Background: an optimization exercise with open tools, aiming at small area and a short achievable clock period. Do not read the settings as production practice. RTL that was checked went through simulation tests only; none was proved equivalent to the original. The RTL of runs 1, 6 and 7 was laid out without a check of its function. No activity file was given, so power comes from the tool's default toggle rates.

--- flow/config.mk ---
export PLATFORM = sky130hd
export DESIGN_NAME = tx_frame_scheduler
export DESIGN_NICKNAME = tx_frame_scheduler
export VERILOG_FILES = /design/flow/design.v
export SDC_FILE = /design/flow/constraint.sdc
export NUM_CORES = 4
export LEC_CHECK = 0
export ABC_CLOCK_PERIOD_IN_PS = 3000
export CAP_MARGIN = 20
export CORE_MARGIN = 2
export CORE_UTILIZATION = 40
export CTS_CLUSTER_DIAMETER = 120
export CTS_CLUSTER_SIZE = 25
export SETUP_SLACK_MARGIN = 3.7
export SLEW_MARGIN = 20
--- flow/run.sh ---
#!/bin/bash
# synth_recipe.tcl (not shown) runs the flow's synth.tcl, then flattens the netlist and writes it again
# the make line also repeats each setting of config.mk as NAME=value (left out here)
make -C /OpenROAD-flow-scripts/flow DESIGN_CONFIG=/design/flow/config.mk WORK_HOME=/design/flow/orfs CLKGATE_MAP_FILE= SYNTH_SCRIPT=/design/flow/synth_recipe.tcl finish
--- flow/constraint.sdc ---
create_clock -name core_clock -period 7.0 [get_ports {i_clk}]
set_input_delay 1.4000 -clock core_clock [delete_from_list [all_inputs] [get_ports {i_clk}]]
set_output_delay 1.4000 -clock core_clock [all_outputs]
set_load 0.01 [all_outputs]
--- flow/design.v ---
module tx_frame_scheduler #(
    parameter int ADDR_W = 9
) (
    input  logic        i_clk,
    input  logic        i_rst,
    input  logic [7:0]  i_wr_data,
    input  logic        i_wr_en,
    input  logic        i_wr_abort,
    input  logic        i_clear_status,
    output logic        o_wr_ready,
    output logic [7:0]  o_tx_data,
    output logic        o_tx_valid,
    output logic        o_tx_last,
    input  logic        i_tx_ready,
    output logic [15:0] o_data_size,
    output logic [7:0]  o_frames_count,
    output logic [15:0] o_status
);
    localparam int DEPTH = 2**ADDR_W;
    localparam int PW    = ADDR_W + 1;
    localparam logic [15:0] MAX_LEN = 16'(DEPTH - 2);
    logic          s_len0, s_len1, s_data, s_skip, s_wbusy;
    logic          r_idle, r_hdr0, r_hdr1, r_data, r_rbusy;
    logic [ADDR_W-1:0] r_wr_ptr, r_commit_ptr;
    logic [PW-1:0] r_used, r_size;
    logic          r_full, r_ready, r_empty;
    logic [7:0]    r_len_lo;
    logic          r_lenlo_z, r_lenlo_1, r_lenlo_ff;
    logic [15:0]   r_remain;
    logic          r_rem1;
    logic [15:0]   r_count;
    logic          r_last;
    logic [7:0]    r_dout;
    logic [7:0]    r_frames;
    logic          r_frames_nz;
    logic [7:0]    r_drops;
    logic [3:0]    r_sticky;
    logic [15:0]   r_wa_n [4];
    logic [7:0]    r_wb_n;
    logic [7:0]    r_wq_data;
    localparam int NB  = 4;
    localparam int BW  = ADDR_W - 2;
    localparam int QTR = DEPTH / NB;
    logic [7:0]    w_rdata;
    logic [1:0]    r_ra_lo;
    logic [BW-1:0] r_bidx [NB];
    logic [7:0]    r_bdat [NB];
    assign w_rdata = r_bdat[r_ra_lo];
    logic abort_act, en, skip_dec, full_hit, store, st_len1, st_data;
    logic len_z, len_big, zl, ov, ok_len, commit, rewind, drop;
    logic [15:0] w_len;
    assign w_len     = {i_wr_data, r_len_lo};
    assign abort_act = i_wr_abort & ~s_len0;
    assign en        = i_wr_en & ~abort_act;
    assign skip_dec  = en & s_skip;
    assign full_hit  = en & ~s_skip & r_full;
    assign store     = en & ~s_skip & ~r_full;
    assign st_len1   = store & s_len1;
    assign st_data   = store & s_data;
    assign len_z     = (i_wr_data == 8'd0) & r_lenlo_z;
    assign len_big   = (i_wr_data > 8'd1) | ((i_wr_data == 8'd1) & r_lenlo_ff);
    assign zl        = st_len1 & len_z;
    assign ov        = st_len1 & ~len_z & len_big;
    assign ok_len    = st_len1 & ~len_z & ~len_big;
    assign commit    = st_data & r_rem1;
    assign rewind    = abort_act | full_hit | zl | ov;
    assign drop      = abort_act | (full_hit & ~s_len0) | zl | ov;
    logic [15:0] rem_dec;
    logic        rem_dec_is1;
    assign rem_dec     = r_remain - 16'd1;
    assign rem_dec_is1 = (r_remain == 16'd2);
    logic n_len0, n_len1, n_data, n_skip;
    logic [15:0] n_remain;
    logic        n_rem1;
    always_comb begin
        n_len0   = s_len0;
        n_len1   = s_len1;
        n_data   = s_data;
        n_skip   = s_skip;
        n_remain = r_remain;
        n_rem1   = r_rem1;
        if (abort_act) begin
            {n_len0, n_len1, n_data, n_skip} = 4'b1000;
        end else if (en) begin
            if (s_skip) begin
                n_remain = rem_dec;
                n_rem1   = rem_dec_is1;
                if (r_rem1) {n_len0, n_len1, n_data, n_skip} = 4'b1000;
            end else if (r_full) begin
                if (s_data && !r_rem1) begin
                    n_remain = rem_dec;
                    n_rem1   = rem_dec_is1;
                    {n_len0, n_len1, n_data, n_skip} = 4'b0001;
                end else begin
                    {n_len0, n_len1, n_data, n_skip} = 4'b1000;
                end
            end else if (s_len0) begin
                {n_len0, n_len1, n_data, n_skip} = 4'b0100;
            end else if (s_len1) begin
                n_remain = w_len;
                n_rem1   = (i_wr_data == 8'd0) & r_lenlo_1;
                if (len_z)        {n_len0, n_len1, n_data, n_skip} = 4'b1000;
                else if (len_big) {n_len0, n_len1, n_data, n_skip} = 4'b0001;
                else              {n_len0, n_len1, n_data, n_skip} = 4'b0010;
            end else if (s_data) begin
                n_remain = rem_dec;
                n_rem1   = rem_dec_is1;
                if (r_rem1) {n_len0, n_len1, n_data, n_skip} = 4'b1000;
            end
        end
    end
    logic [ADDR_W-1:0] wr_inc;
    assign wr_inc = r_wr_ptr + ADDR_W'(1);
    logic xfer, last_xfer, rd_inc;
    assign xfer      = r_data & i_tx_ready;
    assign last_xfer = xfer & r_last;
    assign rd_inc    = r_hdr0 | r_hdr1 | xfer;
    logic [15:0] cnt_dec;
    logic        cnt_is1, cnt_is2;
    assign cnt_dec = r_count - 16'd1;
    assign cnt_is1 = (r_count == 16'd1);
    assign cnt_is2 = (r_count == 16'd2);
    logic [7:0] dout_adv;
    assign dout_adv = r_last ? 8'd0 : w_rdata;
    logic [PW-1:0] used_p1, used_m1, used_p1m, size_m1;
    logic          u_p1_full, u_p1m_full, u_m_full, u_p1m_empty, u_m_empty, s_full;
    logic          s_m_full, s_empty, s_m_empty;
    assign used_p1   = r_used + PW'(1);
    assign used_m1   = r_used - PW'(1);
    assign size_m1   = r_size - PW'(1);
    logic [PW-1:0] n_used, n_size;
    logic          n_full, n_empty;
    always_comb begin
        logic [PW-1:0] c_up, c_hold, c_rw;
        logic          f_up, f_hold, f_rw, e_up, e_hold, e_rw;
        if (rd_inc) begin
            c_up   = r_used;
            c_hold = used_m1;
            c_rw   = size_m1;
            f_up   = r_full;
            f_hold = 1'b0;
            f_rw   = 1'b0;
            e_up   = r_empty;
            e_hold = (r_used == PW'(1));
            e_rw   = (r_size == PW'(1));
        end else begin
            c_up   = used_p1;
            c_hold = r_used;
            c_rw   = r_size;
            f_up   = (r_used == PW'(DEPTH - 1));
            f_hold = r_full;
            f_rw   = (r_size == PW'(DEPTH));
            e_up   = 1'b0;
            e_hold = r_empty;
            e_rw   = (r_size == PW'(0));
        end
        if (rewind) begin
            n_used = c_rw;   n_full = f_rw;   n_empty = e_rw;
        end else if (store) begin
            n_used = c_up;   n_full = f_up;   n_empty = e_up;
        end else begin
            n_used = c_hold; n_full = f_hold; n_empty = e_hold;
        end
        if (commit) n_size = rd_inc ? r_used : used_p1;
        else        n_size = rd_inc ? size_m1 : r_size;
    end
    logic [7:0] drops_base, drops_inc;
    assign drops_base = i_clear_status ? 8'd0 : r_drops;
    assign drops_inc  = (drops_base == 8'hFF) ? 8'hFF : drops_base + 8'd1;
    always_ff @(posedge i_clk or posedge i_rst) begin
        if (i_rst) begin
            s_len0       <= 1'b1;
            s_len1       <= 1'b0;
            s_data       <= 1'b0;
            s_skip       <= 1'b0;
            s_wbusy      <= 1'b0;
            r_idle       <= 1'b1;
            r_hdr0       <= 1'b0;
            r_hdr1       <= 1'b0;
            r_data       <= 1'b0;
            r_rbusy      <= 1'b0;
            r_wr_ptr     <= '0;
            r_commit_ptr <= '0;
            r_ra_lo      <= '0;
            for (int j = 0; j < NB; j++) r_bidx[j] <= '0;
            r_used       <= '0;
            r_size       <= '0;
            r_full       <= 1'b0;
            r_ready      <= 1'b1;
            r_empty      <= 1'b1;
            r_len_lo     <= 8'd0;
            r_lenlo_z    <= 1'b1;
            r_lenlo_1    <= 1'b0;
            r_lenlo_ff   <= 1'b0;
            r_remain     <= 16'd0;
            r_rem1       <= 1'b0;
            r_count      <= 16'd0;
            r_last       <= 1'b0;
            r_dout       <= 8'd0;
            r_frames     <= 8'd0;
            r_frames_nz  <= 1'b0;
            r_drops      <= 8'd0;
            r_sticky     <= 4'b0000;
        end else begin
            s_len0  <= n_len0;
            s_len1  <= n_len1;
            s_data  <= n_data;
            s_skip  <= n_skip;
            s_wbusy <= ~n_len0;
            r_remain <= n_remain;
            r_rem1   <= n_rem1;
            if (store && s_len0) begin
                r_len_lo   <= i_wr_data;
                r_lenlo_z  <= (i_wr_data == 8'h00);
                r_lenlo_1  <= (i_wr_data == 8'h01);
                r_lenlo_ff <= (i_wr_data == 8'hFF);
            end
            if (rewind)     r_wr_ptr <= r_commit_ptr;
            else if (store) r_wr_ptr <= wr_inc;
            if (commit) r_commit_ptr <= wr_inc;
            r_idle  <= (r_idle & ~r_frames_nz) | last_xfer;
            r_hdr0  <= r_idle & r_frames_nz;
            r_hdr1  <= r_hdr0;
            r_data  <= r_hdr1 | (r_data & ~last_xfer);
            r_rbusy <= ~((r_idle & ~r_frames_nz) | last_xfer);
            if ((r_idle & r_frames_nz) | r_hdr0 | r_hdr1 | (xfer & ~r_last)) begin
                r_ra_lo <= r_ra_lo + 2'd1;
                for (int j = 0; j < NB; j++)
                    if (r_ra_lo == 2'(j)) r_bidx[j] <= r_bidx[j] + 1'b1;
            end
            if (r_idle)      r_count[7:0]  <= w_rdata;
            else if (r_hdr0) r_count[15:8] <= w_rdata;
            else if (xfer)   r_count       <= cnt_dec;
            if (r_hdr1)      r_last <= cnt_is1;
            else if (r_data) r_last <= i_tx_ready ? (~r_last & cnt_is2) : r_last;
            else             r_last <= 1'b0;
            if (r_hdr1)      r_dout <= w_rdata;
            else if (r_data) r_dout <= i_tx_ready ? dout_adv : r_dout;
            else             r_dout <= 8'd0;
            if (commit & ~last_xfer) begin
                r_frames    <= r_frames + 8'd1;
                r_frames_nz <= 1'b1;
            end else if (~commit & last_xfer) begin
                r_frames    <= r_frames - 8'd1;
                r_frames_nz <= (r_frames != 8'd1);
            end
            r_used  <= n_used;
            r_size  <= n_size;
            r_full  <= n_full;
            r_ready <= ~n_full;
            r_empty <= n_empty;
            r_sticky <= (i_clear_status ? 4'b0000 : r_sticky) |
                        {abort_act, ov, zl, full_hit};
            r_drops  <= drop ? drops_inc : drops_base;
        end
    end
    always_ff @(posedge i_clk) begin
        for (int j = 0; j < 4; j++)
            for (int k = 0; k < 16; k++)
                r_wa_n[j][k] <= ~(store && r_wr_ptr[1:0] == 2'(j) && r_wr_ptr[5:2] == 4'(k));
        for (int k = 0; k < 8; k++) r_wb_n[k] <= ~(r_wr_ptr[8:6] == 3'(k));
        r_wq_data <= i_wr_data;
    end
    logic [DEPTH*8-1:0] r_mem;
    always_ff @(posedge i_clk) begin
        for (int j = 0; j < NB; j++) begin
            for (int i = 0; i < QTR; i++)
                if (!(r_wa_n[j][i[3:0]] | r_wb_n[i[6:4]])) r_mem[(j*QTR+i)*8 +: 8] <= r_wq_data;
            r_bdat[j] <= r_mem[(j*QTR + int'(r_bidx[j]))*8 +: 8];
        end
    end
    assign o_wr_ready     = r_ready;
    assign o_tx_valid     = r_data;
    assign o_tx_last      = r_last;
    assign o_tx_data      = r_dout;
    assign o_data_size    = 16'(r_size);
    assign o_frames_count = r_frames;
    assign o_status       = {r_drops, r_sticky, r_empty, r_full, r_rbusy, s_wbusy};
endmodule
==> results of run 1 <==
how the worst max path moves through the flow:
| stage | slack, ns | end | startpoint |
|---|---|---|---|
| 2_1_floorplan | 3.53 | r_frames[4] | i_wr_abort |
| 3_3_place_gp | 2.37 | r_used[5] | i_wr_data[3] |
| 4_1_cts | 3.59 | r_bdat[3][1] | r_bidx[3][2] |
| 3_5_place_dp | 2.37 | r_used[5] | i_wr_data[3] |
| 5_1_grt | 3.66 | r_bdat[3][1] | r_bidx[3][1] |
| 6_report | 3.71 | r_bdat[0][2] | r_bidx[0][2] |
logic make-up (layout without fill, tap and decap cells):
family                     after synthesis  in the layout  synth area share [%]
xor gates and xnor gates                82             82                 0.422
other                                    1             10               0.00220
muxes                                 1450           1450                  14.2
adders and majority gates               28             28                 0.206
DFF                                   4363           4363                  75.9
and+or+nand+nor                       1307           1307                  3.33
AOI/OAI and AO/OA                      971            972                  4.01
buffers and inverters                  631            645                  1.91
area by class of cell:
type                       count  area share, %
antenna                        4        0.00546
clock buffer                 315           3.01
clock inverter                 6         0.0484
inverter                      42         0.0908
multi-input combinational   3845           20.7
sequential                  4363           70.5
tap                         5663           3.86
timing repair buffer         282           1.73
metrics by stage:
| stage | std cells | total power (W) | instance area [um2] | worst slack (ns) | utilization (%) |
|---|---|---|---|---|---|
| floorplan | 8838 | 0.0431 | 170000 | 3.53 | - |
| global placement | 14126 | 0.0490 | 176000 | 2.37 | 41.6 |
| detailed placement | 14127 | 0.0492 | 176000 | 2.37 | 41.6 |
| CTS | 14501 | 0.0631 | 183000 | 3.59 | 43.2 |
| global route | 14518 | 0.0650 | 183000 | 3.66 | 43.3 |
| finish | 14520 | 0.0630 | 183000 | 3.71 | 43.3 |
cells in the mapped netlist, types with 8 or more instances:
| library cell | number |
|---|---|
| a211o_1 | 9 |
| and3_1 | 11 |
| dfrtp_1 | 150 |
| buf_2 | 113 |
| o211ai_1 | 15 |
| nand2_1 | 294 |
| and2_1 | 18 |
| xnor2_1 | 57 |
| a2111oi_0 | 44 |
| buf_1 | 113 |
| xor2_1 | 25 |
| a22o_1 | 55 |
| nor2b_1 | 39 |
| buf_6 | 47 |
| edfxtp_1 | 4096 |
| o22ai_1 | 85 |
| o221ai_1 | 62 |
| mux4_2 | 773 |
| o21ai_0 | 104 |
| nor4_1 | 15 |
| dfxtp_1 | 112 |
| o22a_1 | 13 |
| ha_1 | 28 |
| nand3_1 | 79 |
| o32a_1 | 20 |
| nor3_1 | 55 |
| a211oi_1 | 110 |
| a31oi_1 | 62 |
| a21oi_1 | 167 |
| a221oi_1 | 17 |
| nand2b_1 | 22 |
| buf_4 | 105 |
| clkbuf_1 | 210 |
| nor2_1 | 687 |
| nand3b_1 | 11 |
| mux2i_1 | 664 |
| inv_1 | 37 |
| or3_1 | 15 |
| a22oi_1 | 141 |
| nand4_1 | 19 |
| mux2_2 | 13 |
| a222oi_1 | 8 |
power breakdown:
group | switching, W | total [W] | internal [W]
clock network | 0.00794 | 0.0134 | 0.00548
logic | 0.0110 | 0.0190 | 0.00796
registers | 0.00151 | 0.0306 | 0.0291
total | 0.0205 | 0.0630 | 0.0425
worst min-delay path, cell delays in order (launching register included):
cell and delay (ns):
dfrtp_1 0.36, nand2_1 0.05, nand2_1 0.06
registers in the layout, summed over array words and instances, names as in the netlist, 9 cells and up:
register	flops
r_mem	4096
r_wa_n	64
r_bdat	32
r_bidx	28
r_count	16
r_remain	16
r_size	10
r_used	10
r_commit_ptr	9
r_wr_ptr	9
cells in the final DEF (no fill, tap or decap), types with 17 or more instances in the layout:
| cell type | n |
|---|---|
| buf_12 | 31 |
| ha_1 | 27 |
| a211oi_1 | 103 |
| o22ai_1 | 85 |
| a22oi_1 | 141 |
| dlygate4sd2_1 | 42 |
| o221ai_1 | 62 |
| dfxtp_1 | 87 |
| nand3_1 | 78 |
| nand2_1 | 291 |
| clkbuf_1 | 111 |
| nand4_1 | 19 |
| a22o_1 | 55 |
| buf_6 | 17 |
| a21oi_1 | 167 |
| nor2b_1 | 30 |
| clkbuf_16 | 206 |
| nor3_1 | 50 |
| nand2b_1 | 17 |
| o32a_1 | 20 |
| o21ai_0 | 104 |
| inv_1 | 35 |
| a2111oi_0 | 28 |
| mux2i_1 | 664 |
| xor2_1 | 25 |
| mux4_2 | 773 |
| a221oi_1 | 17 |
| buf_4 | 149 |
| edfxtp_1 | 4096 |
| xnor2_1 | 57 |
| nor2_1 | 683 |
| dfrtp_1 | 122 |
| a31oi_1 | 62 |
timing repair:
action,4_1_cts,5_1_grt
pin swaps,3,0
buffers inserted,47,10
setup endpoints to repair,89,20
cloned,6,2
gates resized for setup,144,26
routing by layer:
layer  vias to the layer above  track usage, %  wire length [um]
li1                      35369               -                 -
met1                     45937            27.9            181000
met5                         -               0                34
met4                         6            4.84             11700
met3                       515            2.45             30900
met2                      3378            32.2            211000
==> results.json, run 1 <==
{
  "status": "timing/DRC/antenna clean",
  "r2r_slack_ns": 3.71,
  "final_nets": 8773,
  "synthArstFlopShare_pct": 3.55,
  "drive_above_1_share_pct": 15.3,
  "grt_max_degree": 205,
  "ys_warn_count": 4,
  "power_density_nw_per_um2": 343,
  "antenna_found_initial": 11,
  "crit_path_max_incr_delay_ns": 0.80,
  "syn_inst": 8833,
  "rr_worst_depth": 6,
  "hold_path_end": "r_len_lo[7]",
  "rr_startpoint": "r_bidx[0][2]",
  "dr_total_vias": 85205,
  "grt_pass1_vias": 84495,
  "max_freq_mhz": 304,
  "postCtsHoldBufs": 0,
  "area_growth_pct": 7.76,
  "synth.distinct_cells": 91,
  "cts_buffer_depth": 4,
  "path_cells": "and2_1 -> nand2_1 -> o221ai_1 -> a21oi_1 -> a211oi_1 -> o32a_1",
  "worstPathArrival_ns": 4.20,
  "period_share_pct": 46.9,
  "cp.buffers_inverters": 0,
  "yosysTopAreaCell": "edfxtp_1",
  "avgViaCountPerCell": 5.87,
  "hpwl_mm": 256,
  "num_rows": 239,
  "multiInputGateArea_um2": 38000,
  "path_max_fanout": 21,
  "start_util_pct": 40.2,
  "crit_type": "flop to flop",
  "cts-root-buf": "clkbuf_16",
  "clock_sinks": 4363,
  "drt_iter0_markers": 9877,
  "hold_ws_ns": 0.488,
  "rsz0062_at_grt": "true",
  "worst-path-stages": 6,
  "worstPathRequired_ns": 7.91,
  "critical-path-top-delay-family": "compound AO/OA/AOI/OAI gates",
  "clk_latency_ns": 0.97,
  "tritoncts": "done",
  "setup_violations": 0,
  "numCtsBuffers": 197,
  "drcViolationCount": 0,
  "ys_seq_area_share_pct": 75.9,
  "die_h_um": 656,
  "synth_seq_cells": 4363,
  "seqCellArea_um2": 129000,
  "fillers": 36137,
  "yosys-top-cells-area": "edfxtp_1 72%, mux4_2 10%, mux2i_1 3.9%",
  "finalSetupTns_ns": 0,
  "portBuffers": 58,
  "worstSetupEndpointType": "flop",
  "gp_congestion": 0.832,
  "hold_viol": 0,
  "start_kind": "flop",
  "fin_crit_ns": 3.29,
  "netlist_area_um2": 170000,
  "min_from": "r_len_lo[7]",
  "p_leak_nw": 56.9,
  "first_pass_iters": 8,
  "antenna_left": 0,
  "synth-edff-count": 4096,
  "worstReg2RegEnd": "r_bdat[0][2]",
  "timing.slew.headroom_pct": 16.9,
  "skew_ns": 0.105,
  "hold_path.class": "flop to flop",
  "ys.flop_type": "edfxtp_1",
  "min_path_cells": 2,
  "wl_per_cell_um": 30.0,
  "path_clk_slew_ns": 0.10,
  "core_um2": 424000,
  "drv_slew": 0,
  "grt_pass1_wl_mm": 622,
  "dieArea_um2": 431000,
  "synth_top_area_share_pct": 72.3,
  "vdd_drop_max_mv": 0.286,
  "grt_usage_pct": 19.6,
  "slowest_stage": "and2_1",
  "routed_wl_mm": 435,
  "io_pins": 65,
  "htreeDepth": 4,
  "avgSynthCellArea_um2": 19.3,
  "gr-total-overflow": 0,
  "maxCapViolations": 0,
  "chipWidth_um": 656,
  "worstMarginPinSlew_ns": 1.24
}
==> run 2: changes to the inputs <==
--- a/flow/design.v
+++ b/flow/design.v
@@ -22,5 +22,5 @@
     logic          s_len0, s_len1, s_data, s_skip, s_wbusy;
     logic          r_idle, r_hdr0, r_hdr1, r_data, r_rbusy;
-    logic [ADDR_W-1:0] r_wr_ptr, r_commit_ptr;
+    logic [ADDR_W-1:0] r_wr_ptr, r_commit_ptr, r_ra;
     logic [PW-1:0] r_used, r_size;
     logic          r_full, r_ready, r_empty;
@@ -36,15 +36,10 @@
     logic [7:0]    r_drops;
     logic [3:0]    r_sticky;
-    logic [15:0]   r_wa_n [4];
-    logic [7:0]    r_wb_n;
+    logic          r_wq_en;
+    logic [ADDR_W-1:0] r_wq_addr;
     logic [7:0]    r_wq_data;
-    localparam int NB  = 4;
-    localparam int BW  = ADDR_W - 2;
-    localparam int QTR = DEPTH / NB;
+    logic [7:0]    r_mem [DEPTH];
     logic [7:0]    w_rdata;
-    logic [1:0]    r_ra_lo;
-    logic [BW-1:0] r_bidx [NB];
-    logic [7:0]    r_bdat [NB];
-    assign w_rdata = r_bdat[r_ra_lo];
+    assign w_rdata = r_mem[r_ra];
     logic abort_act, en, skip_dec, full_hit, store, st_len1, st_data;
     logic len_z, len_big, zl, ov, ok_len, commit, rewind, drop;
@@ -182,6 +177,5 @@
             r_wr_ptr     <= '0;
             r_commit_ptr <= '0;
-            r_ra_lo      <= '0;
-            for (int j = 0; j < NB; j++) r_bidx[j] <= '0;
+            r_ra         <= '0;
             r_used       <= '0;
             r_size       <= '0;
@@ -202,4 +196,5 @@
             r_drops      <= 8'd0;
             r_sticky     <= 4'b0000;
+            r_wq_en      <= 1'b0;
         end else begin
             s_len0  <= n_len0;
@@ -219,4 +214,5 @@
             else if (store) r_wr_ptr <= wr_inc;
             if (commit) r_commit_ptr <= wr_inc;
+            r_wq_en <= store;
             r_idle  <= (r_idle & ~r_frames_nz) | last_xfer;
             r_hdr0  <= r_idle & r_frames_nz;
@@ -224,9 +220,6 @@
             r_data  <= r_hdr1 | (r_data & ~last_xfer);
             r_rbusy <= ~((r_idle & ~r_frames_nz) | last_xfer);
-            if ((r_idle & r_frames_nz) | r_hdr0 | r_hdr1 | (xfer & ~r_last)) begin
-                r_ra_lo <= r_ra_lo + 2'd1;
-                for (int j = 0; j < NB; j++)
-                    if (r_ra_lo == 2'(j)) r_bidx[j] <= r_bidx[j] + 1'b1;
-            end
+            if ((r_idle & r_frames_nz) | r_hdr0 | r_hdr1 | (xfer & ~r_last))
+                r_ra <= r_ra + ADDR_W'(1);
             if (r_idle)      r_count[7:0]  <= w_rdata;
             else if (r_hdr0) r_count[15:8] <= w_rdata;
@@ -256,17 +249,7 @@
     end
     always_ff @(posedge i_clk) begin
-        for (int j = 0; j < 4; j++)
-            for (int k = 0; k < 16; k++)
-                r_wa_n[j][k] <= ~(store && r_wr_ptr[1:0] == 2'(j) && r_wr_ptr[5:2] == 4'(k));
-        for (int k = 0; k < 8; k++) r_wb_n[k] <= ~(r_wr_ptr[8:6] == 3'(k));
+        r_wq_addr <= r_wr_ptr;
         r_wq_data <= i_wr_data;
-    end
-    logic [DEPTH*8-1:0] r_mem;
-    always_ff @(posedge i_clk) begin
-        for (int j = 0; j < NB; j++) begin
-            for (int i = 0; i < QTR; i++)
-                if (!(r_wa_n[j][i[3:0]] | r_wb_n[i[6:4]])) r_mem[(j*QTR+i)*8 +: 8] <= r_wq_data;
-            r_bdat[j] <= r_mem[(j*QTR + int'(r_bidx[j]))*8 +: 8];
-        end
+        if (r_wq_en) r_mem[r_wq_addr] <= r_wq_data;
     end
     assign o_wr_ready     = r_ready;
--- a/flow/config.mk
+++ b/flow/config.mk
@@ -6,10 +6,6 @@
 export NUM_CORES = 4
 export LEC_CHECK = 0
-export ABC_CLOCK_PERIOD_IN_PS = 3000
 export CAP_MARGIN = 20
 export CORE_MARGIN = 2
 export CORE_UTILIZATION = 40
-export CTS_CLUSTER_DIAMETER = 120
-export CTS_CLUSTER_SIZE = 25
-export SETUP_SLACK_MARGIN = 3.7
 export SLEW_MARGIN = 20
==> run 2 against run 1 <==
Cell count decreased by 0.81%. Sequential cell count decreased by 115. Still clean. Clock skew decreased by 0.035 ns. Via count increased by 2.7%.
==> results.json, run 2 <==
{
  "synth_common_cells": "4096 x edfxtp_1, 892 x mux4_2, 657 x nor2_1",
  "yosys-top-cells-area": "edfxtp_1 74%, mux4_2 12%, mux2i_1 2.3%",
  "period_share_pct": 76.3,
  "worstPathArrival_ns": 6.21,
  "min_path_cells": 0,
  "grt_usage_pct": 22.4,
  "antenna_left": 0,
  "clk_latency_ns": 1.00,
  "portBuffers": 58,
  "grt_pass1_wl_mm": 674,
  "max_freq_mhz": 187,
  "hold_path_end": "r_wq_addr[8]",
  "antenna_found_initial": 32,
  "maxCapViolations": 0,
  "netlist_area_um2": 167000,
  "synth_seq_cells": 4248,
  "hold_viol": 0,
  "drcViolationCount": 0,
  "regMostFlops": "r_mem",
  "first_pass_iters": 6,
  "crit_type": "flop to flop",
  "gp_congestion": 0.871,
  "fin_crit_ns": 5.34,
  "die_h_um": 649,
  "routed_wl_mm": 485,
  "drv_slew": 0,
  "numCtsBuffers": 437,
  "num_rows": 236,
  "worstMarginPinSlew_ns": 1.24,
  "io_pins": 65,
  "dieArea_um2": 422000,
  "avgSynthCellArea_um2": 19.9,
  "worstPathRequired_ns": 7.86,
  "rr_worst_depth": 10,
  "clock_sinks": 4248,
  "htreeDepth": 5,
  "setup_violations": 0,
  "skew_ns": 0.0691,
  "worstSetupEndpointType": "flop",
  "layout_commonest_cell": "edfxtp_1",
  "ys.flop_type": "edfxtp_1",
  "grt_pass1_vias": 86050,
  "slowest_stage": "dfrtp_4",
  "drt_iter0_markers": 12686,
  "worstReg2RegEnd": "r_count[0]",
  "yosysTopAreaCell": "edfxtp_1",
  "start_util_pct": 40.2,
  "postCtsSetupBuffers": 0,
  "drive_above_1_share_pct": 20.9,
  "final_nets": 8566,
  "synth-edff-count": 4096,
  "chipWidth_um": 649,
  "vdd_drop_max_mv": 0.307,
  "postCtsHoldBufs": 0,
  "wl_per_cell_um": 33.7,
  "synthArstFlopShare_pct": 3.18,
  "hold_ws_ns": 0.451,
  "cts_buffer_depth": 4,
  "min_from": "r_wr_ptr[8]",
  "core_um2": 414000,
  "cts-root-buf": "clkbuf_16",
  "largest_reg_flops": 4096,
  "crit_path_max_incr_delay_ns": 0.99,
  "rr_startpoint": "r_ra[0]",
  "area_growth_pct": 12.9,
  "hold_path.class": "flop to flop",
  "synth.distinct_cells": 88,
  "avgViaCountPerCell": 6.07,
  "status": "timing/DRC/antenna clean",
  "hpwl_mm": 290,
  "syn_inst": 8353,
  "p_leak_nw": 58.7,
  "layout_common_cells": "4096 x edfxtp_1, 892 x mux4_2, 651 x nor2_1, 445 x clkbuf_16, 381 x mux2i_1",
  "path_max_fanout": 92,
  "finalSetupTns_ns": 0,
  "timing.slew.headroom_pct": 16.9,
  "tritoncts": "done",
  "cts_resized": 0,
  "synth_top_area_share_pct": 73.8,
  "yosysMostFrequentCell": "edfxtp_1",
  "path_cells": "buf_12 -> mux4_2 -> a22oi_1 -> a21oi_1 -> nor3_1 -> o21ai_0 -> buf_4 -> o311ai_1 -> a41oi_1 -> mux2_2",
  "ys_warn_count": 1,
  "rsz0062_at_grt": "false",
  "dr_total_vias": 87472,
  "r2r_slack_ns": 1.66,
  "ys_seq_area_share_pct": 76.1,
  "power_density_nw_per_um2": 399,
  "start_kind": "flop",
  "power_w": 0.0750,
  "grt_max_degree": 222,
  "gr-total-overflow": 0,
  "path_clk_slew_ns": 0.06
}
-- run 2: cell types whose count changed after synthesis, sizes merged, moves of 71 or more --
cell / before / now
buf: 378 / 254
a22oi: 141 / 223
mux2i: 664 / 381
mux4: 773 / 892
a211oi: 110 / 39
dfxtp: 112 / 17
-- run 2: cells by family after synthesis --
kind of cell / Yosys count / share of synthesized area (%)
buffers and inverters: 567 / 1.90
muxes: 1303 / 14.6
xor gates and xnor gates: 55 / 0.289
and+or+nand+nor: 1211 / 3.11
DFF: 4248 / 76.1
other: 1 / 0.00225
AOI/OAI and AO/OA: 951 / 3.94
adders and majority gates: 17 / 0.128
-- run 2: metrics by stage --
step | utilization, % | std cells | area, um2 | setup WS [ns]
final | 45.4 | 14402 | 188000 | 1.66
after global routing | 45.4 | 14384 | 188000 | 1.67
after CTS | 45.4 | 14380 | 188000 | 1.66
after detailed placement | 41.9 | 13568 | 174000 | 1.69
after global placement | 41.9 | 13567 | 174000 | 1.55
after floorplan | - | 8358 | 167000 | 2.00
-- run 2: area by class of cell --
class | count | area, um2
clock buffer | 525 | 11500
antenna | 20 | 50.0
fill | 34576 | 226000
multi-input combinational | 3543 | 37100
inverter | 40 | 165
tap | 5474 | 6850
clock inverter | 287 | 2940
sequential | 4248 | 127000
timing repair buffer | 265 | 2790
-- run 2: metal layers --
metal  routed length, um  GRT usage [%]
met1              189000           30.8
met2              225000           35.0
met3               51800           5.32
met5                 217          0.181
met4               18700           7.72
-- run 2: worst max-delay path, delay by kind of cell, from the launching register on --
kind / cells / cell delay [ns]
AO/OA/AOI/OAI: 5 / 1.63
buffers and inverters: 2 / 0.95
flip-flops: 1 / 0.99
multiplexers: 2 / 0.98
AND/OR/NAND/NOR: 1 / 0.49
-- run 2: worst max-delay path by stage --
stage | start | endpoint | slack [ns] | cells past startpoint
after detailed placement | r_ra[0] | r_count[7] | 1.69 | 10
final | r_ra[0] | r_count[0] | 1.66 | 10
after CTS | r_ra[0] | r_count[7] | 1.66 | 10
after global placement | r_ra[0] | r_count[7] | 1.55 | 9
after floorplan | i_rst | r_commit_ptr[0] | 2.00 | 1
after global routing | r_ra[0] | r_count[0] | 1.67 | 10
-- run 2: where the power goes --
part | internal, W | switching, W | leakage [nW]
registers | 0.0283 | 0.000940 | 38.6
clock network | 0.0135 | 0.00991 | 6.99
logic | 0.00811 | 0.0143 | 13.1
total | 0.0499 | 0.0251 | 58.7
==> run 3: changes to the inputs <==
--- a/flow/design.v
+++ b/flow/design.v
@@ -22,5 +22,5 @@
     logic          s_len0, s_len1, s_data, s_skip, s_wbusy;
     logic          r_idle, r_hdr0, r_hdr1, r_data, r_rbusy;
-    logic [ADDR_W-1:0] r_wr_ptr, r_commit_ptr, r_ra;
+    logic [ADDR_W-1:0] r_wr_ptr, r_commit_ptr;
     logic [PW-1:0] r_used, r_size;
     logic          r_full, r_ready, r_empty;
@@ -39,7 +39,12 @@
     logic [ADDR_W-1:0] r_wq_addr;
     logic [7:0]    r_wq_data;
-    logic [7:0]    r_mem [DEPTH];
+    localparam int HALF = DEPTH / 2;
+    logic [7:0]    r_mem_e [HALF];
+    logic [7:0]    r_mem_o [HALF];
     logic [7:0]    w_rdata;
-    assign w_rdata = r_mem[r_ra];
+    logic          r_par;
+    logic [ADDR_W-2:0] r_eidx, r_oidx;
+    logic [7:0]    r_ev, r_od;
+    assign w_rdata = r_par ? r_od : r_ev;
     logic abort_act, en, skip_dec, full_hit, store, st_len1, st_data;
     logic len_z, len_big, zl, ov, ok_len, commit, rewind, drop;
@@ -177,5 +182,7 @@
             r_wr_ptr     <= '0;
             r_commit_ptr <= '0;
-            r_ra         <= '0;
+            r_par        <= 1'b0;
+            r_eidx       <= '0;
+            r_oidx       <= '0;
             r_used       <= '0;
             r_size       <= '0;
@@ -220,6 +227,9 @@
             r_data  <= r_hdr1 | (r_data & ~last_xfer);
             r_rbusy <= ~((r_idle & ~r_frames_nz) | last_xfer);
-            if ((r_idle & r_frames_nz) | r_hdr0 | r_hdr1 | (xfer & ~r_last))
-                r_ra <= r_ra + ADDR_W'(1);
+            if ((r_idle & r_frames_nz) | r_hdr0 | r_hdr1 | (xfer & ~r_last)) begin
+                r_par <= ~r_par;
+                if (!r_par) r_eidx <= r_eidx + 1'b1;
+                else        r_oidx <= r_oidx + 1'b1;
+            end
             if (r_idle)      r_count[7:0]  <= w_rdata;
             else if (r_hdr0) r_count[15:8] <= w_rdata;
@@ -251,5 +261,8 @@
         r_wq_addr <= r_wr_ptr;
         r_wq_data <= i_wr_data;
-        if (r_wq_en) r_mem[r_wq_addr] <= r_wq_data;
+        if (r_wq_en && !r_wq_addr[0]) r_mem_e[r_wq_addr[ADDR_W-1:1]] <= r_wq_data;
+        if (r_wq_en &&  r_wq_addr[0]) r_mem_o[r_wq_addr[ADDR_W-1:1]] <= r_wq_data;
+        r_ev <= r_mem_e[r_eidx];
+        r_od <= r_mem_o[r_oidx];
     end
     assign o_wr_ready     = r_ready;
--- a/flow/config.mk
+++ b/flow/config.mk
@@ -6,6 +6,11 @@
 export NUM_CORES = 4
 export LEC_CHECK = 0
+export ABC_CLOCK_PERIOD_IN_PS = 3000
 export CAP_MARGIN = 20
 export CORE_MARGIN = 2
-export CORE_UTILIZATION = 40
+export CORE_UTILIZATION = 55
+export CTS_CLUSTER_DIAMETER = 120
+export CTS_CLUSTER_SIZE = 25
+export PLACE_DENSITY = 0.65
+export SETUP_SLACK_MARGIN = 3.7
 export SLEW_MARGIN = 20
==> run 3 against run 2 <==
Still clean on timing, DRC and antenna. Via count shrank 3.1%. Clock skew fell by 0.033 ns. Global-route usage is 5.8 points higher. Utilization up 14 points. Critical path type unchanged. Highest routed layer unchanged.
==> results.json, run 3 <==
{
  "crit_type": "flop to flop",
  "gp_congestion": 0.863,
  "yosysMostFrequentCell": "edfxtp_1",
  "worstPathArrival_ns": 4.33,
  "place_area_um2": 172000,
  "layout_common_cells": "4096 x edfxtp_1, 934 x mux4_2, 614 x nor2_1, 358 x mux2i_1, 271 x nand2_1",
  "final_nets": 8421,
  "skew_ns": 0.0365,
  "path_max_fanout": 28,
  "core_um2": 303000,
  "min_path_cells": 0,
  "grt_usage_pct": 28.1,
  "synth_top_area_share_pct": 73.5,
  "synth.distinct_cells": 88,
  "final_area_um2": 180000,
  "cts-root-buf": "clkbuf_16",
  "vdd_drop_max_mv": 0.276,
  "status": "timing/DRC/antenna clean",
  "synthArstFlopShare_pct": 3.35,
  "antenna_left": 0,
  "tritoncts": "done",
  "ys.flop_type": "edfxtp_1",
  "die_h_um": 555,
  "worstMarginPinSlew_ns": 1.16,
  "yosys-top-cells-area": "edfxtp_1 74%, mux4_2 13%, mux2i_1 2.1%",
  "wl_per_cell_um": 35.3,
  "maxCapViolations": 0,
  "fillers": 21548,
  "timing.slew.headroom_pct": 22.6,
  "power_density_nw_per_um2": 352,
  "fin_crit_ns": 3.53,
  "routed_wl_mm": 439,
  "path_clk_slew_ns": 0.10,
  "synth-edff-count": 4096,
  "grt_pass1_wl_mm": 617,
  "synth_seq_cells": 4272,
  "layout_commonest_cell": "edfxtp_1",
  "yosysTopAreaCell": "edfxtp_1",
  "gr-total-overflow": 0,
  "syn_inst": 8355,
  "dieArea_um2": 309000,
  "drive_above_1_share_pct": 19.7,
  "numCtsBuffers": 196,
  "period_share_pct": 50.4,
  "drv_slew": 0,
  "start_util_pct": 55.2,
  "grt_pass1_vias": 81728,
  "synth_common_cells": "4096 x edfxtp_1, 934 x mux4_2, 683 x nor2_1",
  "grt_max_degree": 213,
  "drcViolationCount": 0,
  "ys_warn_count": 1,
  "dr_total_vias": 84788,
  "p_leak_nw": 55.5,
  "avgSynthCellArea_um2": 20.0,
  "area_growth_pct": 7.35,
  "netlist_area_um2": 167000,
  "hpwl_mm": 250,
  "htreeDepth": 4,
  "portBuffers": 58,
  "num_rows": 202,
  "rr_worst_depth": 8,
  "worstSetupEndpointType": "flop",
  "worstPathRequired_ns": 7.81,
  "avgViaCountPerCell": 6.82,
  "cts_buffer_depth": 4,
  "clock_sinks": 4272,
  "ys_seq_area_share_pct": 76.1,
  "clk_latency_ns": 0.92,
  "hold_viol": 0,
  "rsz0062_at_grt": "true",
  "hold_path.class": "flop to flop",
  "finalSetupTns_ns": 0,
  "setup_violations": 0,
  "max_freq_mhz": 283,
  "io_pins": 65,
  "chipWidth_um": 555,
  "antenna_found_initial": 15,
  "first_pass_iters": 7,
  "start_kind": "flop",
  "drt_iter0_markers": 12483
}
-- run 3: changes by cell type after synthesis, moves of 23 or more --
cell      change
clkbuf_1     -32
o22ai_1      +26
mux2i_1      -23
a21oi_1      -51
a22oi_1     -140
mux4_2       +42
buf_2        +54
buf_6        -31
nor2_1       +26
-- run 3: path summary, 6_finish.rpt --
path                                 to        start  slack [ns]
hold / removal             r_wq_addr[8]  r_wr_ptr[8]        0.45
min in group asynchronous     r_oidx[3]        i_rst        0.88
setup reg to reg                r_od[2]    r_oidx[0]        3.47
max in group asynchronous     r_eidx[1]        i_rst        4.76
setup / recovery                r_od[2]    r_oidx[0]        3.47
hold reg to reg            r_wq_addr[8]  r_wr_ptr[8]        0.45
-- run 3: repair_timing --
action                     4_1_cts  5_1_grt
gates resized for setup        162       80
pin swaps                        4        5
setup endpoints to repair      975      619
setup buffers                   68       14
hold buffers                     0        0
gates cloned                    14        6
-- run 3: area by class of cell --
class / instances / area (um2) / area share (%)
clock inverter: 3 / 30.0 / 0.0167
inverter: 52 / 223 / 0.124
clock buffer: 261 / 5150 / 2.87
timing repair buffer: 355 / 4140 / 2.30
tap: 3978 / 4980 / 2.77
sequential: 4272 / 127000 / 70.9
multi-input combinational: 3511 / 37700 / 21.0
timing repair inverter: 1 / 5.00 / 0.00279
antenna: 6 / 15.0 / 0.00836
-- run 3: where the power goes --
group          total, W  internal [W]  switching, W
Clock            0.0127       0.00517       0.00754
Sequential       0.0292        0.0284      0.000738
Combinational    0.0214       0.00879        0.0126
Total            0.0633        0.0424        0.0209
-- run 3: logic make-up (layout without fill, tap and decap cells) --
group / Yosys count / after routing / synth area share, %
AOI/OAI and AO/OA: 824 / 824 / 3.40
xor gates and xnor gates: 74 / 74 / 0.387
adders and majority gates: 19 / 19 / 0.141
buffers and inverters: 579 / 672 / 1.81
DFF: 4272 / 4272 / 76.1
muxes: 1327 / 1327 / 15.0
other: 1 / 12 / 0.00224
and+or+nand+nor: 1259 / 1261 / 3.21
-- run 3: routing by layer --
metal / GRT usage (%) / wire length, um / vias to the layer above
met3: 5.64 / 47200 / 549
met5: 0 / 35 / -
met1: 42.6 / 177000 / 45550
met4: 6.78 / 11700 / 6
met2: 42.7 / 203000 / 4637
li1: - / - / 34046
-- run 3: metrics by stage --
stage / setup slack, ns / total power [W] / hold WS (ns) / instances / util, %
after floorplan: 3.37 / 0.0426 / 0.392 / 8360 / -
after global placement: 2.00 / 0.0491 / 0.418 / 12065 / 56.8
after detailed placement: 2.11 / 0.0492 / 0.427 / 12065 / 56.8
after CTS: 3.42 / 0.0629 / 0.451 / 12411 / 59.1
after global routing: 3.51 / 0.0651 / 0.483 / 12434 / 59.3
final: 3.47 / 0.0633 / 0.452 / 12439 / 59.3
-- run 3: worst max-delay path, stage by stage, from the launching register on --
cell and delay, ns:
dfrtp_4 0.47, buf_12 0.15, buf_6 0.34, mux4_2 0.56, mux2i_1 0.36, nor2_1 0.12, a2111oi_2 0.54, o221ai_1 0.47
a32o_1 0.38
==> run 4: changes to the inputs <==
--- a/flow/config.mk
+++ b/flow/config.mk
@@ -9,8 +9,7 @@
 export CAP_MARGIN = 20
 export CORE_MARGIN = 2
-export CORE_UTILIZATION = 55
+export CORE_UTILIZATION = 40
 export CTS_CLUSTER_DIAMETER = 120
 export CTS_CLUSTER_SIZE = 25
-export PLACE_DENSITY = 0.65
 export SETUP_SLACK_MARGIN = 3.7
 export SLEW_MARGIN = 20
==> run 4 against run 3 <==
Still clean on timing, DRC and antenna. Global-route usage down 7.4 points. Power is 1.4% higher. Combinational power is 2% higher. Sequential cell count did not move. Design area is 1.3% higher. Register-to-register slack better by 0.07 ns. Synthesized cell count stayed put. Via count shrank 0.51%. Clock-buffer cell count fell by 1. Clock power rose by 3%. Critical path type unchanged. Largest cell class unchanged.
==> results.json, run 4 <==
{
  "numCtsBuffers": 195,
  "yosys.area_share.simple_pct": 3.21,
  "synth_compound_area_share_pct": 3.40,
  "final_nets": 8430,
  "maxCapViolations": 0,
  "status": "timing/DRC/antenna clean",
  "period_share_pct": 49.4,
  "routed_wl_mm": 454,
  "die_h_um": 651,
  "ys_warn_count": 1,
  "worstMarginPinSlew_ns": 1.19,
  "ys.flop_type": "edfxtp_1",
  "gp_congestion": 0.821,
  "grt_max_degree": 214,
  "num_rows": 237,
  "drcViolationCount": 0,
  "power_w": 0.0641,
  "antenna_found_initial": 16,
  "dieArea_um2": 423000,
  "hold_path.class": "flop to flop",
  "chipWidth_um": 651,
  "synthAdderAreaFrac_pct": 0.141,
  "syn_inst": 8355,
  "clock_sinks": 4272,
  "start_kind": "flop",
  "avgViaCountPerCell": 6.03,
  "synth_top_family_by_area": "multiplexers",
  "crit_type": "flop to flop",
  "grt_usage_pct": 20.8,
  "synth.distinct_cells": 88,
  "skew_ns": 0.129,
  "synth_seq_cells": 4272,
  "layout_commonest_cell": "edfxtp_1",
  "core_um2": 417000,
  "synthArstFlopShare_pct": 3.35,
  "synth_common_cells": "4096 x edfxtp_1, 934 x mux4_2, 683 x nor2_1",
  "fin_crit_ns": 3.46,
  "dr_total_vias": 84355,
  "path_clk_slew_ns": 0.10,
  "synth-edff-count": 4096,
  "hpwl_mm": 260,
  "hold_viol": 0,
  "antenna_left": 0,
  "synthXorXnorAreaFrac_pct": 0.387,
  "worstPathRequired_ns": 7.86,
  "rsz0062_at_grt": "true",
  "synth.area.mux_share_pct": 15.0,
  "timing.slew.headroom_pct": 20.8,
  "gr-total-overflow": 0,
  "htreeDepth": 4,
  "vdd_drop_max_mv": 0.298,
  "netlist_area_um2": 167000,
  "layout_common_cells": "4096 x edfxtp_1, 934 x mux4_2, 632 x nor2_1, 358 x mux2i_1, 271 x nand2_1",
  "yosysMostFrequentCell": "edfxtp_1",
  "setup_violations": 0,
  "wl_per_cell_um": 32.5,
  "ys_seq_area_share_pct": 76.1,
  "cts_buffer_depth": 4,
  "drt_iter0_markers": 12012,
  "drive_above_1_share_pct": 19.9,
  "clk_latency_ns": 0.98,
  "fillers": 35187,
  "cts-root-buf": "clkbuf_16",
  "worstSetupEndpointType": "flop",
  "yosys-top-cells-area": "edfxtp_1 74%, mux4_2 13%, mux2i_1 2.1%",
  "synth_top_area_share_pct": 73.5,
  "avgSynthCellArea_um2": 20.0,
  "worstPathArrival_ns": 4.32,
  "grt_pass1_wl_mm": 634,
  "area_growth_pct": 8.73,
  "tritoncts": "done",
  "max_freq_mhz": 289,
  "first_pass_iters": 6,
  "grt_pass1_vias": 82453,
  "finalSetupTns_ns": 0,
  "yosysTopAreaCell": "edfxtp_1",
  "p_leak_nw": 55.8,
  "drv_slew": 0,
  "io_pins": 65,
  "portBuffers": 58,
  "power_density_nw_per_um2": 353,
  "path_max_fanout": 17,
  "start_util_pct": 40.1
}
## run 4: where the power goes
part           internal, W  switching [W]  leakage (nW)
clock              0.00525        0.00783          2.61
sequential          0.0284       0.000790          38.8
combinational      0.00892         0.0129          14.3
## run 4: cell families after synthesis
logic type / Yosys count
adder cells (fa/ha/maj): 19
other: 1
buffers and inverters: 579
flip-flops: 4272
multiplexers: 1327
AO/OA/AOI/OAI: 824
XOR/XNOR: 74
AND/OR/NAND/NOR: 1259
## run 4: critical path, cell delays in order (launching register included)
cell,delay [ns]
dfrtp_1,0.53
buf_4,0.29
nor2_1,0.84
nand2_1,0.12
buf_4,0.26
o32ai_1,0.78
nor3_1,0.23
a32o_1,0.27
## run 4: final timing paths
check | from | to | slack [ns] | cells after the start
worst max register to register | r_oidx[5] | r_od[3] | 3.54 | 7
max in group asynchronous | i_rst | r_frames[3] | 5.13 | 3
worst min-delay path | r_wr_ptr[8] | r_wq_addr[8] | 0.48 | 0
min in group asynchronous | i_rst | s_wbusy | 1.00 | 3
worst min register to register | r_wr_ptr[8] | r_wq_addr[8] | 0.48 | 0
worst max-delay path | r_oidx[5] | r_od[3] | 3.54 | 7
## run 4: layout make-up
type                    instances  area (um2)  share of cell area (%)
flip-flops and latches       4272      127000                    70.0
multi-input cells            3514       37600                    20.7
well taps                    5497        6880                    3.78
clock buffers                 260        5170                    2.84
repair buffers                362        4400                    2.42
clock inverters                16         239                   0.131
inverters                      52         238                   0.131
diodes                          5        12.5                 0.00688
repair inverters                1        5.00                 0.00275
## run 4: timing repair
item,4_1_cts,5_1_grt
setup buffers,66,26
hold endpoints to repair,0,0
gates resized for setup,233,80
hold buffers,0,0
setup endpoints to repair,371,259
cloned,12,8
pin swaps,9,7
## run 4: per-stage QoR
step	worst slack, ns	hold slack, ns	utilization [%]	instances	instance area [um2]
detailed placement	1.99	0.449	41.8	13581	174000
finish	3.54	0.481	43.7	13979	182000
CTS	3.43	0.479	43.4	13935	181000
floorplan	3.37	0.392	-	8360	167000
global placement	2.01	0.435	41.7	13580	174000
global route	3.53	0.488	43.7	13977	182000
## run 4: routing by layer
metal  vias to the layer above  share of wire (%)  track usage (%)
li1                      34114                  -                -
met1                     45624                 41             29.8
met2                      4010                 47             33.0
met3                       603                8.6             3.23
met4                         4                3.3             6.08
met5                         -             0.0051                0
==> run 5: changes to the inputs <==
--- a/flow/config.mk
+++ b/flow/config.mk
@@ -12,4 +12,4 @@
 export CTS_CLUSTER_DIAMETER = 120
 export CTS_CLUSTER_SIZE = 25
-export SETUP_SLACK_MARGIN = 3.7
+export SETUP_SLACK_MARGIN = 3.95
 export SLEW_MARGIN = 20
==> run 5 against run 4 <==
Still clean on timing, DRC and antenna. Sequential power barely moved. Power rose by 3.7%. First-iteration DRC count fell by 2.0%. Highest routed layer is now met4.
==> results.json, run 5 <==
{
  "htreeDepth": 4,
  "clock_sinks": 4272,
  "synth-edff-count": 4096,
  "drive_above_1_share_pct": 23.8,
  "layout_common_cells": "4096 x edfxtp_1, 934 x mux4_2, 560 x nor2_1, 353 x mux2i_1, 266 x nand2_1",
  "portBuffers": 58,
  "crit_type": "flop to flop",
  "synth_top_area_share_pct": 73.5,
  "rr_worst_depth": 11,
  "drt_iter0_markers": 11766,
  "vdd_drop_max_mv": 0.249,
  "antenna_left": 0,
  "yosysMostFrequentCell": "edfxtp_1",
  "wl_per_cell_um": 33.0,
  "hpwl_mm": 260,
  "avgViaCountPerCell": 6.05,
  "start_kind": "flop",
  "worstPathArrival_ns": 4.09,
  "multiInputGateArea_um2": 38700,
  "avgSynthCellArea_um2": 20.0,
  "area_growth_pct": 10.6,
  "chipWidth_um": 651,
  "start_util_pct": 40.1,
  "path_max_fanout": 5,
  "numCtsBuffers": 195,
  "ys_warn_count": 1,
  "critical-path-top-delay-family": "multiplexers",
  "yosys-top-cells-area": "edfxtp_1 74%, mux4_2 13%, mux2i_1 2.1%",
  "netlist_area_um2": 167000,
  "num_rows": 237,
  "path_clk_slew_ns": 0.11,
  "period_share_pct": 46.4,
  "drv_slew": 0,
  "slowest_stage": "mux4_2",
  "grt_max_degree": 214,
  "tritoncts": "done",
  "die_h_um": 651,
  "hold_viol": 0,
  "synth_seq_cells": 4272,
  "path_cells": "buf_12 -> buf_12 -> buf_8 -> buf_8 -> buf_6 -> buf_16 -> mux4_2 -> mux4_2 -> o221ai_2 -> a2111o_1 -> o31ai_1",
  "postCtsHoldBufs": 0,
  "finalSetupTns_ns": 0,
  "final_nets": 8561,
  "p_leak_nw": 57.0,
  "hold_path_end": "r_wq_addr[7]",
  "synthArstFlopShare_pct": 3.35,
  "ys.flop_type": "edfxtp_1",
  "rsz0062_at_grt": "true",
  "status": "timing/DRC/antenna clean",
  "fillers": 34876,
  "layout_commonest_cell": "edfxtp_1",
  "worstSetupEndpointType": "flop",
  "syn_inst": 8355,
  "dieArea_um2": 423000,
  "routed_wl_mm": 466,
  "hold_ws_ns": 0.475,
  "gr-total-overflow": 0,
  "cts_buffer_depth": 4,
  "power_density_nw_per_um2": 360,
  "io_pins": 65,
  "cts-root-buf": "clkbuf_16",
  "timing.slew.headroom_pct": 19.9,
  "first_pass_iters": 6,
  "synth.distinct_cells": 88,
  "r2r_slack_ns": 3.75,
  "grt_pass1_wl_mm": 646,
  "cp.buffers_inverters": 6,
  "seqCellArea_um2": 127000,
  "fin_crit_ns": 3.25,
  "ys_seq_area_share_pct": 76.1,
  "hold_path.class": "flop to flop",
  "dr_total_vias": 85365,
  "min_from": "r_wr_ptr[7]",
  "grt_pass1_vias": 83023,
  "core_um2": 417000,
  "setup_violations": 0,
  "worstPathRequired_ns": 7.85,
  "maxCapViolations": 0,
  "gp_congestion": 0.821,
  "rr_startpoint": "r_eidx[0]",
  "synth_common_cells": "4096 x edfxtp_1, 934 x mux4_2, 683 x nor2_1",
  "skew_ns": 0.138,
  "grt_usage_pct": 21.3,
  "crit_path_max_incr_delay_ns": 0.57,
  "clk_latency_ns": 0.99,
  "fin_util_pct": 44.4,
  "min_path_cells": 0,
  "worstMarginPinSlew_ns": 1.20,
  "max_freq_mhz": 308,
  "yosysTopAreaCell": "edfxtp_1",
  "antenna_found_initial": 10,
  "worstReg2RegEnd": "r_ev[2]",
  "drcViolationCount": 0
}
[run 5: cell type report]
type,instances,share of cell area [%]
Timing Repair inverter,2,0.00744
Sequential cell,4272,68.8
Tap cell,5497,3.72
Antenna cell,7,0.00947
Multi-Input combinational cell,3514,20.9
Inverter,52,0.125
Clock buffer,260,2.79
Clock inverter,16,0.129
Timing Repair Buffer,492,3.47
[run 5: what timing repair did]
item                        CTS  global route
cloned                       35            14
gates resized for setup     646           159
pin swaps                    28            35
setup endpoints to repair  1175           468
hold endpoints to repair      0             0
buffers inserted            128            68
[run 5: worst register-to-register path, cell delays in order (launching register included)]
cell and delay, ns:
dfrtp_4 0.52, buf_12 0.15, buf_12 0.15, buf_8 0.14, buf_8 0.14, buf_6 0.14
buf_16 0.14, mux4_2 0.50, mux4_2 0.57, o221ai_2 0.21, a2111o_1 0.35, o31ai_1 0.13
[run 5: report_power, final]
part	internal, W	switching, W
Combinational	0.0103	0.0139
Sequential	0.0284	0.000772
Clock	0.00525	0.00786
Total	0.0440	0.0226
[run 5: metal layers]
| layer | track usage [%] | wire, um |
|---|---|---|
| met1 | 30.3 | 188000 |
| met2 | 33.9 | 221000 |
| met3 | 3.44 | 41600 |
| met4 | 6.18 | 15600 |
| met5 | 0 | 0 |
[run 5: kinds of logic after synthesis]
group | synth area share, %
simple gates | 3.21
mux | 15.0
buf+inv | 1.81
compound gates | 3.40
flops | 76.1
fa+ha+maj | 0.141
xor+xnor | 0.387
other cells | 0.00224
[run 5: how the worst max path moves through the flow]
stage                            start              end  slack (ns)  cells after the start
final                        r_eidx[0]          r_ev[2]        3.75                     11
after global routing         r_eidx[0]          r_ev[4]        3.73                     10
after CTS                 r_wq_addr[6]  r_mem_e[236][1]        3.72                      3
after floorplan             i_wr_abort      r_frames[7]        3.37                     13
after detailed placement    i_wr_abort      r_frames[7]        1.99                     13
after global placement      i_wr_abort      r_frames[7]        2.01                     13
[run 5: stage by stage]
stage | instance area [um2] | setup WS (ns) | total power, W | cells
floorplan | 167000 | 3.37 | 0.0426 | 8360
global placement | 174000 | 2.01 | 0.0495 | 13580
detailed placement | 174000 | 1.99 | 0.0497 | 13581
CTS | 183000 | 3.72 | 0.0656 | 14020
global route | 185000 | 3.73 | 0.0683 | 14106
finish | 185000 | 3.75 | 0.0665 | 14112
==> run 6: changes to the inputs <==
--- a/flow/design.v
+++ b/flow/design.v
@@ -44,6 +44,16 @@
     logic [7:0]    w_rdata;
     logic          r_par;
-    logic [ADDR_W-2:0] r_eidx, r_oidx;
+    logic [7:0]    r_ea, r_eb, r_oa, r_ob;
+    logic [3:0]    r_ec, r_oc;
     logic [7:0]    r_ev, r_od;
+    logic [7:0]    w_ev, w_od;
+    always_comb begin
+        w_ev = 8'd0;
+        w_od = 8'd0;
+        for (int k = 0; k < HALF; k++) begin
+            if (r_ec[k[7:6]] & r_eb[k[5:3]] & r_ea[k[2:0]]) w_ev = w_ev | r_mem_e[k];
+            if (r_oc[k[7:6]] & r_ob[k[5:3]] & r_oa[k[2:0]]) w_od = w_od | r_mem_o[k];
+        end
+    end
     assign w_rdata = r_par ? r_od : r_ev;
     logic abort_act, en, skip_dec, full_hit, store, st_len1, st_data;
@@ -183,6 +193,10 @@
             r_commit_ptr <= '0;
             r_par        <= 1'b0;
-            r_eidx       <= '0;
-            r_oidx       <= '0;
+            r_ea         <= 8'd1;
+            r_eb         <= 8'd1;
+            r_ec         <= 4'd1;
+            r_oa         <= 8'd1;
+            r_ob         <= 8'd1;
+            r_oc         <= 4'd1;
             r_used       <= '0;
             r_size       <= '0;
@@ -229,6 +243,13 @@
             if ((r_idle & r_frames_nz) | r_hdr0 | r_hdr1 | (xfer & ~r_last)) begin
                 r_par <= ~r_par;
-                if (!r_par) r_eidx <= r_eidx + 1'b1;
-                else        r_oidx <= r_oidx + 1'b1;
+                if (!r_par) begin
+                    r_ea <= {r_ea[6:0], r_ea[7]};
+                    if (r_ea[7]) r_eb <= {r_eb[6:0], r_eb[7]};
+                    if (r_ea[7] & r_eb[7]) r_ec <= {r_ec[2:0], r_ec[3]};
+                end else begin
+                    r_oa <= {r_oa[6:0], r_oa[7]};
+                    if (r_oa[7]) r_ob <= {r_ob[6:0], r_ob[7]};
+                    if (r_oa[7] & r_ob[7]) r_oc <= {r_oc[2:0], r_oc[3]};
+                end
             end
             if (r_idle)      r_count[7:0]  <= w_rdata;
@@ -263,6 +284,6 @@
         if (r_wq_en && !r_wq_addr[0]) r_mem_e[r_wq_addr[ADDR_W-1:1]] <= r_wq_data;
         if (r_wq_en &&  r_wq_addr[0]) r_mem_o[r_wq_addr[ADDR_W-1:1]] <= r_wq_data;
-        r_ev <= r_mem_e[r_eidx];
-        r_od <= r_mem_o[r_oidx];
+        r_ev <= w_ev;
+        r_od <= w_od;
     end
     assign o_wr_ready     = r_ready;
--- a/flow/config.mk
+++ b/flow/config.mk
@@ -10,6 +10,4 @@
 export CORE_MARGIN = 2
 export CORE_UTILIZATION = 40
-export CTS_CLUSTER_DIAMETER = 120
-export CTS_CLUSTER_SIZE = 25
-export SETUP_SLACK_MARGIN = 3.95
+export SETUP_SLACK_MARGIN = 4.0
 export SLEW_MARGIN = 20
==> run 6 against run 5 <==
The flow now stops in global routing (5_1_grt). Synthesized cell count is 17% higher. Synthesized area is 2.6% lower.
==> results.json, run 6 <==
{
  "status": "stopped before the end",
  "lastStage": "global routing (5_1_grt)",
  "error": "[ERROR GRT-0116] Global routing finished with congestion. Check the congestion regions in the DRC Viewer.",
  "grt_max_degree": 184,
  "ys.flop_type": "edfxtp_1",
  "yosys-top-cells-area": "edfxtp_1 76%, a22oi_1 3.0%, a221oi_1 2.6%",
  "cts_buffer_depth": 4,
  "grt_pass1_vias": 133808,
  "synth.distinct_cells": 84,
  "die_h_um": 642,
  "gr-total-overflow": 115,
  "clock_sinks": 4296,
  "yosysTopAreaCell": "edfxtp_1",
  "yosysMostFrequentCell": "edfxtp_1",
  "numCtsBuffers": 446,
  "gp_congestion": 1.26,
  "io_pins": 65,
  "cts-root-buf": "clkbuf_16",
  "hpwl_mm": 756,
  "syn_inst": 9806,
  "netlist_area_um2": 163000,
  "htreeDepth": 5,
  "synth_seq_cells": 4296,
  "ys_seq_area_share_pct": 78.5,
  "synth_common_cells": "4096 x edfxtp_1, 758 x clkbuf_1, 655 x a22oi_1",
  "avgSynthCellArea_um2": 16.6,
  "synth_top_area_share_pct": 75.5,
  "start_util_pct": 40.1,
  "synthArstFlopShare_pct": 3.89,
  "synth-edff-count": 4096,
  "grt_pass1_wl_mm": 1560,
  "portBuffers": 58,
  "num_rows": 234,
  "ys_warn_count": 1,
  "chipWidth_um": 642,
  "grt_usage_pct": 58.7
}
run 6: changes by cell type after synthesis, moves of 62 or more:
| cell | previous run | this run |
|---|---|---|
| a222oi_1 | 0 | 80 |
| a22o_1 | 31 | 447 |
| mux4_2 | 934 | 1 |
| a21oi_1 | 154 | 86 |
| clkbuf_1 | 241 | 758 |
| a221oi_1 | 40 | 491 |
| mux2i_1 | 358 | 6 |
| a32oi_1 | 6 | 161 |
| o221ai_1 | 66 | 4 |
| a32o_1 | 4 | 161 |
| buf_2 | 130 | 8 |
| and3_1 | 9 | 455 |
| a22oi_1 | 83 | 655 |
| nand4_1 | 24 | 343 |
run 6: power by group through the flow:
stage / combinational (W) / sequential, W / clock [W]
after CTS: 0.00339 / 0.0289 / 0.0247
after detailed placement: 0.00309 / 0.0294 / 0
after global placement: 0.00304 / 0.0294 / 0
after floorplan: 0.00131 / 0.0294 / 0
run 6: kinds of logic after synthesis:
group | count (synthesis) | synth area share, %
flip-flops | 4296 | 78.5
AO/OA/AOI/OAI | 2365 | 11.9
AND/OR/NAND/NOR | 2107 | 6.67
buffers and inverters | 916 | 2.17
XOR/XNOR | 58 | 0.312
multiplexers | 47 | 0.327
adder cells (fa/ha/maj) | 16 | 0.123
other | 1 | 0.00230
run 6: layer usage:
| metal | GRT overflow | track usage, % |
|---|---|---|
| met1 | 2 | 57.7 |
| met2 | 68 | 71.5 |
| met3 | 0 | 48.3 |
| met4 | 45 | 57.3 |
| met5 | 0 | 26.4 |
run 6: repair_timing:
item	in CTS
setup buffers	375
resized for setup	1438
gates cloned	22
pin swaps	277
hold endpoints to repair	0
setup endpoints to repair	2734
hold buffers	0
run 6: per-stage QoR:
stage | util, % | std cells | area (um2) | worst slack, ns
detailed placement | 43.2 | 15276 | 175000 | 1.78
CTS | 49.5 | 16506 | 201000 | 3.55
global placement | 43.0 | 15215 | 174000 | 1.36
floorplan | - | 9811 | 163000 | 3.48
run 6: worst max-delay path by stage:
stage	cells past startpoint	end	start
3_3_place_gp	16	r_frames[7]	i_wr_en
4_1_cts	8	r_od[2]	r_oa[7]
3_5_place_dp	16	r_frames[7]	i_wr_en
2_1_floorplan	1	r_commit_ptr[0]	i_rst
==> run 7: changes to the inputs <==
--- a/flow/config.mk
+++ b/flow/config.mk
@@ -10,4 +10,4 @@
 export CORE_MARGIN = 2
 export CORE_UTILIZATION = 40
-export SETUP_SLACK_MARGIN = 4.0
+export SETUP_SLACK_MARGIN = 3.7
 export SLEW_MARGIN = 20
==> run 7 against run 6 <==
Synthesized cell count is the same. The run again fails in global routing (5_1_grt). Synthesized area is the same.
==> results.json, run 7 <==
{
  "status": "stopped before the end",
  "lastStage": "global routing (5_1_grt)",
  "error": "[ERROR GRT-0116] Global routing finished with congestion. Check the congestion regions in the DRC Viewer.",
  "start_util_pct": 40.1,
  "num_rows": 234,
  "htreeDepth": 5,
  "portBuffers": 58,
  "numCtsBuffers": 446,
  "syn_inst": 9806,
  "grt_pass1_vias": 131300,
  "ys_seq_area_share_pct": 78.5,
  "chipWidth_um": 642,
  "die_h_um": 642,
  "gr-total-overflow": 18,
  "grt_usage_pct": 58.1,
  "io_pins": 65,
  "cts-root-buf": "clkbuf_16",
  "clock_sinks": 4296,
  "synth-edff-count": 4096,
  "synth_common_cells": "4096 x edfxtp_1, 758 x clkbuf_1, 655 x a22oi_1",
  "synth_top_area_share_pct": 75.5,
  "grt_pass1_wl_mm": 1540,
  "cts_buffer_depth": 4,
  "gp_congestion": 1.26,
  "synth.distinct_cells": 84,
  "avgSynthCellArea_um2": 16.6,
  "netlist_area_um2": 163000,
  "grt_max_degree": 184,
  "yosysTopAreaCell": "edfxtp_1",
  "ys_warn_count": 1,
  "postCtsHoldBufs": 0,
  "ys.flop_type": "edfxtp_1",
  "hpwl_mm": 756,
  "yosysMostFrequentCell": "edfxtp_1",
  "synthArstFlopShare_pct": 3.89,
  "synth_seq_cells": 4296,
  "yosys-top-cells-area": "edfxtp_1 76%, a22oi_1 3.0%, a221oi_1 2.6%"
}
-- run 7: cell families after synthesis --
kind of cell | share of synthesized area [%]
mux | 0.327
fa+ha+maj | 0.123
xor+xnor | 0.312
other cells | 0.00230
flops | 78.5
buf+inv | 2.17
compound gates | 11.9
simple gates | 6.67
-- run 7: how the worst max path moves through the flow --
stage / start / to
detailed placement: i_wr_en / r_frames[7]
global placement: i_wr_en / r_frames[7]
floorplan: i_rst / r_commit_ptr[0]
CTS: r_oa[3] / r_od[2]
-- run 7: stage by stage --
stage               setup WS, ns  area [um2]  std cells  util (%)
floorplan                   3.48      163000       9811         -
global placement            1.36      174000      15215      43.0
detailed placement          1.78      175000      15276      43.2
CTS                         3.39      197000      16329      48.5
-- run 7: power groups by stage --
stage | sequential (W) | combinational [W] | clock, W
after global placement | 0.0294 | 0.00304 | 0
after detailed placement | 0.0294 | 0.00309 | 0
after floorplan | 0.0294 | 0.00131 | 0
after CTS | 0.0289 | 0.00319 | 0.0247
-- run 7: repair_timing --
item / 4_1_cts
pin swaps: 183
endpoints found under the setup margin: 1475
buffers inserted: 210
gates cloned: 10
resized for setup: 882
-- run 7: layer usage --
layer	GRT usage [%]	GRT overflow
met5	27.8	0
met4	56.8	8
met3	47.2	0
met1	57.3	0
met2	70.9	10

-- re-timing with driven ports --
How much do the figures lean on ideal ports? The routed layouts below were timed once more, with nothing changed but the port constraints. Step 1, drivers: a clkbuf_16 drives i_clk and a buf_2 each remaining input, both assumed. Step 2 times the ports against the registers' clock, not the clock port: input delays grow and output delays shrink by t, the midpoint of the rising clock arrivals with the driver on. a / b / c = ideal / step 1 / step 2; a / b = the first two.
| run | t (ns) | slack for setup (ns) | worst hold slack (ns) | worst setup path after step 2 | pins driven straight from the clock port |
|---|---|---|---|---|---|
| run 1 | 1.027 | 3.714 / 3.657 / 2.998 | 0.488 / 0.488 / 0.488 | input to register | 1 |
| run 2 | 1.077 | 1.656 / 1.656 / 1.656 | 0.451 / 0.451 / 0.451 | register to register | 1 |
| run 3 | 0.994 | 3.473 / 3.473 / 2.851 | 0.452 / 0.452 / 0.452 | input to register | 1 |
| run 4 | 1.014 | 3.543 / 3.543 / 2.902 | 0.481 / 0.481 / 0.481 | input to register | 1 |
| run 5 | 1.019 | 3.753 / 3.753 / 3.024 | 0.475 / 0.475 / 0.475 | input to register | 1 |
After both steps setup and hold are still met in every run listed. The setup slack of run 5, which loses most, moves by 0.000 ns with the drivers and by -0.729 ns with both steps.
